This design comes from an exercise in tuning for small area and a short achievable clock period on the open sky130 flow, not from production work. At most, simulation tests tie the RTL to the original design; equivalence was not proved. Power is estimated from default activity; no workload was simulated.

// cam_pixel_packer
module cam_pixel_packer #(
  parameter logic [31:0] BASE_ADDR   = 32'h0000_1000,
  parameter int          FRAME_BYTES = 4096,
  parameter int          BURST_LEN   = 16,
  parameter int          FIFO_DEPTH  = 64
) (
  input  logic        ACLK,
  input  logic        ARESET,
  input  logic        pix_valid,
  input  logic [7:0]  pix_data,
  input  logic        pix_sof,
  output logic        req_valid,
  input  logic        req_ready,
  output logic [31:0] req_addr,
  output logic [7:0]  req_len,
  output logic        dat_valid,
  input  logic        dat_ready,
  output logic [31:0] dat_data,
  output logic        dat_last,
  output logic        overflow,
  output logic        sync_err,
  output logic        frame_done
);
For scale: roughly 2,200 flip-flops, roughly 92 I/O pins, about 83,000 µm² of cells after synthesis.
==> flow/config.mk <==
export PLATFORM = sky130hd
export DESIGN_NAME = cam_pixel_packer
export DESIGN_NICKNAME = cam_pixel_packer
export VERILOG_FILES = /design/flow/design.v
export SDC_FILE = /design/flow/constraint.sdc
export NUM_CORES = 4
export LEC_CHECK = 0
export CAP_MARGIN = 20
export CORE_MARGIN = 2
export CORE_UTILIZATION = 40
export SLEW_MARGIN = 20
==> flow/constraint.sdc <==
create_clock -name core_clock -period 5.5 [get_ports {ACLK}]
set_input_delay 1.1000 -clock core_clock [delete_from_list [all_inputs] [get_ports {ACLK}]]
set_output_delay 1.1000 -clock core_clock [all_outputs]
set_load 0.01 [all_outputs]
run.sh (not shown) runs the stock make flow with config.mk's settings and CLKGATE_MAP_FILE= SYNTH_SCRIPT=/design/flow/synth_recipe.tcl, a recipe that flattens the netlist after the stock synthesis.
Change:
--- a/flow/config.mk
+++ b/flow/config.mk
@@ -7,2 +7,3 @@
 export LEC_CHECK = 0
+export ABC_CLOCK_PERIOD_IN_PS = 2500
 export CAP_MARGIN = 20
@@ -10,2 +11,3 @@
 export CORE_UTILIZATION = 40
+export SETUP_SLACK_MARGIN = 3.0
 export SLEW_MARGIN = 20
The new run finished clean.
Synthesized cell count is unchanged.
Register-to-register slack gets better by 0.94 ns.
Final area went up by about 6%.
Die area does not change.
Global-route usage went up by 1.9 points.
Non-clock buffer count went up by 297.
Core utilization went up by 2.7 points.
No functional check of the RTL was part of any run of this note.

* * *

Another version of the RTL of cam_pixel_packer (not shown whole).
For scale: about 2300 flip-flops, roughly 92 I/O pins, ~0.082 mm2 of cells after synthesis.
Settings: LEC_CHECK=0, ABC_CLOCK_PERIOD_IN_PS=2500, CAP_MARGIN=20, CORE_MARGIN=2, CORE_UTILIZATION=65, CTS_BUF_LIST=sky130_fd_sc_hd__clkbuf_16, CTS_CLUSTER_DIAMETER=80, CTS_CLUSTER_SIZE=24, SETUP_SLACK_MARGIN=3.0, SLEW_MARGIN=20; clock period 5.5 ns.
Next try:
--- a/flow/config.mk
+++ b/flow/config.mk
@@ -10,7 +10,7 @@
 export CORE_MARGIN = 2
-export CORE_UTILIZATION = 65
+export CORE_UTILIZATION = 55
 export CTS_BUF_LIST = sky130_fd_sc_hd__clkbuf_16
-export CTS_CLUSTER_DIAMETER = 80
-export CTS_CLUSTER_SIZE = 24
-export SETUP_SLACK_MARGIN = 3.0
+export CTS_CLUSTER_DIAMETER = 90
+export CTS_CLUSTER_SIZE = 28
+export SETUP_SLACK_MARGIN = 3.4
 export SLEW_MARGIN = 20
The new run produced a clean layout. Flip-flop and latch count is unchanged. Area after synthesis stays the same. Utilization goes down by 7.2 points. Combinational power decreases by a few percent. Design area increases by a few percent. Routed wire length grows by a little under a tenth. Power shrinks slightly. Setup slack improves by 0.14 ns. Final cell count came out higher by a little under a tenth. Clock skew rises by 0.0083 ns. Worst hold slack improves by 0.012 ns.
Next try:
--- a/flow/config.mk
+++ b/flow/config.mk
@@ -12,5 +12,5 @@
 export CTS_BUF_LIST = sky130_fd_sc_hd__clkbuf_16
-export CTS_CLUSTER_DIAMETER = 90
-export CTS_CLUSTER_SIZE = 28
-export SETUP_SLACK_MARGIN = 3.4
+export CTS_CLUSTER_DIAMETER = 80
+export CTS_CLUSTER_SIZE = 24
+export SETUP_SLACK_MARGIN = 3.2
 export SLEW_MARGIN = 20
What happened: The changed run produced a clean layout; setup slack gets worse by 0.029 ns; final area falls by 3.5%; fmax went down by about 1.2%; total power climbs by about 4%; final cell count goes down by about 2%; sequential power barely changes; routed wire length decreases by about 6%; die area is unchanged.
Next try:
--- a/flow/config.mk
+++ b/flow/config.mk
@@ -14,3 +14,3 @@
 export CTS_CLUSTER_SIZE = 24
-export SETUP_SLACK_MARGIN = 3.2
+export SETUP_SLACK_MARGIN = 3.0
 export SLEW_MARGIN = 20
=> Cell area goes down by 1.8%. Synthesized cell count does not change. Routed wire length stays flat.

* * *

cam_pixel_packer, a different RTL version from the one above (not shown whole).
For scale: roughly 2200 flip-flops, about 92 I/O pins, roughly 80000 sq um of cells after synthesis.
export LEC_CHECK = 0
export ABC_CLOCK_PERIOD_IN_PS = 2500
export CAP_MARGIN = 20
export CORE_MARGIN = 2
export CORE_UTILIZATION = 40
export CTS_BUF_LIST = sky130_fd_sc_hd__clkbuf_16
export CTS_CLUSTER_DIAMETER = 80
export CTS_CLUSTER_SIZE = 24
export SETUP_SLACK_MARGIN = 3.0
export SLEW_MARGIN = 20
create_clock -name core_clock -period 5.5 [get_ports {ACLK}]
The baseline completed with no timing, DRC or antenna violations.
Edit:
Settings changed: CORE_UTILIZATION 40 to 55.
Effect: The changed run ran to the end with no violations; cell count is lower by roughly a tenth; wire length came out lower slightly; via count is about the same; worst setup slack is better by 81 ps; design area drops slightly; clock power went up by a few percent; die area decreases by a quarter to a third; clock-buffer cell count is higher by 7; global-route usage climbs by 12 points; fmax grows by a few percent.

* * *

RTL: one of the versions met above, not the one the previous note started from.
For scale: roughly 4200 cells after synthesis, roughly 2300 flip-flops.
Settings: LEC_CHECK=0, ABC_CLOCK_PERIOD_IN_PS=2500, CAP_MARGIN=20, CORE_MARGIN=2, CORE_UTILIZATION=55, CTS_BUF_LIST=sky130_fd_sc_hd__clkbuf_16, CTS_CLUSTER_DIAMETER=90, CTS_CLUSTER_SIZE=28, SETUP_SLACK_MARGIN=3.0, SLEW_MARGIN=20; clock period 5.5 ns.
Edit:
--- a/flow/config.mk
+++ b/flow/config.mk
@@ -15 +15 @@
-export SETUP_SLACK_MARGIN = 3.0
+export SETUP_SLACK_MARGIN = 3.2
- die area does not change
- final area rises by 1.7%
- setup slack gains 0.11 ns
- area after synthesis is unchanged
- wire length falls by 0.34%
- sequential power is about the same
- clock-buffer cell count falls by 1
- register-to-register slack gains 0.12 ns
- via count rises by 0.68%
- synthesized cell count is unchanged
- hold slack hardly moves
Edit:
--- a/flow/config.mk
+++ b/flow/config.mk
@@ -11 +11 @@
-export CORE_UTILIZATION = 55
+export CORE_UTILIZATION = 72
@@ -13,3 +13,3 @@
-export CTS_CLUSTER_DIAMETER = 90
-export CTS_CLUSTER_SIZE = 28
-export SETUP_SLACK_MARGIN = 3.2
+export CTS_CLUSTER_DIAMETER = 80
+export CTS_CLUSTER_SIZE = 24
+export SETUP_SLACK_MARGIN = 3.0
What happened: Flip-flop and latch count stays the same; global-route usage increases by 10 points; clock power stays flat; setup slack gets worse by 0.17 ns; via count is higher by 1.5%; total power is about the same; routed wire length goes down by 5.5%; first-iteration DRC count rises by 11%.

-- port drivers added, routing unchanged --
The flow's constraints put no driver on any port. The routed layouts listed below were extracted and timed again, unchanged, in two steps. Step 1 sets driving cells, clkbuf_16 on the clock port and buf_2 on the other inputs (assumed; they add their load-dependent delay and slew). Step 2 times the ports against the registers' clock, not the clock port: input delays grow and output delays shrink by t, the midpoint of the rising clock arrivals with the driver on. Slacks: no drivers / after step 1 / after step 2; pairs: no drivers / after step 1.
run	shift t [ns]	slack for setup (ns)	hold slack, ns	worst setup path at the end
the first run of note 1	0.909	1.591 / 1.513 / 1.287	0.493 / 0.493 / 0.493	input to register
the second run of note 1	0.926	2.742 / 2.660 / 2.208	0.508 / 0.482 / 0.508	input to register
the first run of note 2	0.820	2.928 / 2.928 / 2.178	0.447 / 0.447 / 0.447	input to register
the second run of note 2	0.843	3.072 / 2.989 / 2.319	0.459 / 0.459 / 0.459	input to register
the third run of note 2	0.855	3.043 / 2.954 / 2.265	0.456 / 0.456 / 0.456	input to register
the fourth run of note 2	0.845	2.946 / 2.946 / 2.297	0.456 / 0.456 / 0.456	input to register
the first run of note 3	0.849	2.849 / 2.849 / 2.308	0.488 / 0.488 / 0.488	input to register
the second run of note 3	0.856	2.930 / 2.889 / 2.280	0.478 / 0.478 / 0.478	input to register
the first run of note 4	0.835	2.945 / 2.912 / 2.307	0.455 / 0.455 / 0.455	input to register
the second run of note 4	0.849	3.059 / 2.987 / 2.259	0.458 / 0.458 / 0.458	input to register
the third run of note 4	0.833	2.887 / 2.887 / 2.215	0.456 / 0.456 / 0.456	input to register
After both steps every run listed still meets setup and hold. For the second run of note 4, which loses most, drivers alone change the setup slack by -0.072 ns; drivers and shift together by -0.800 ns.
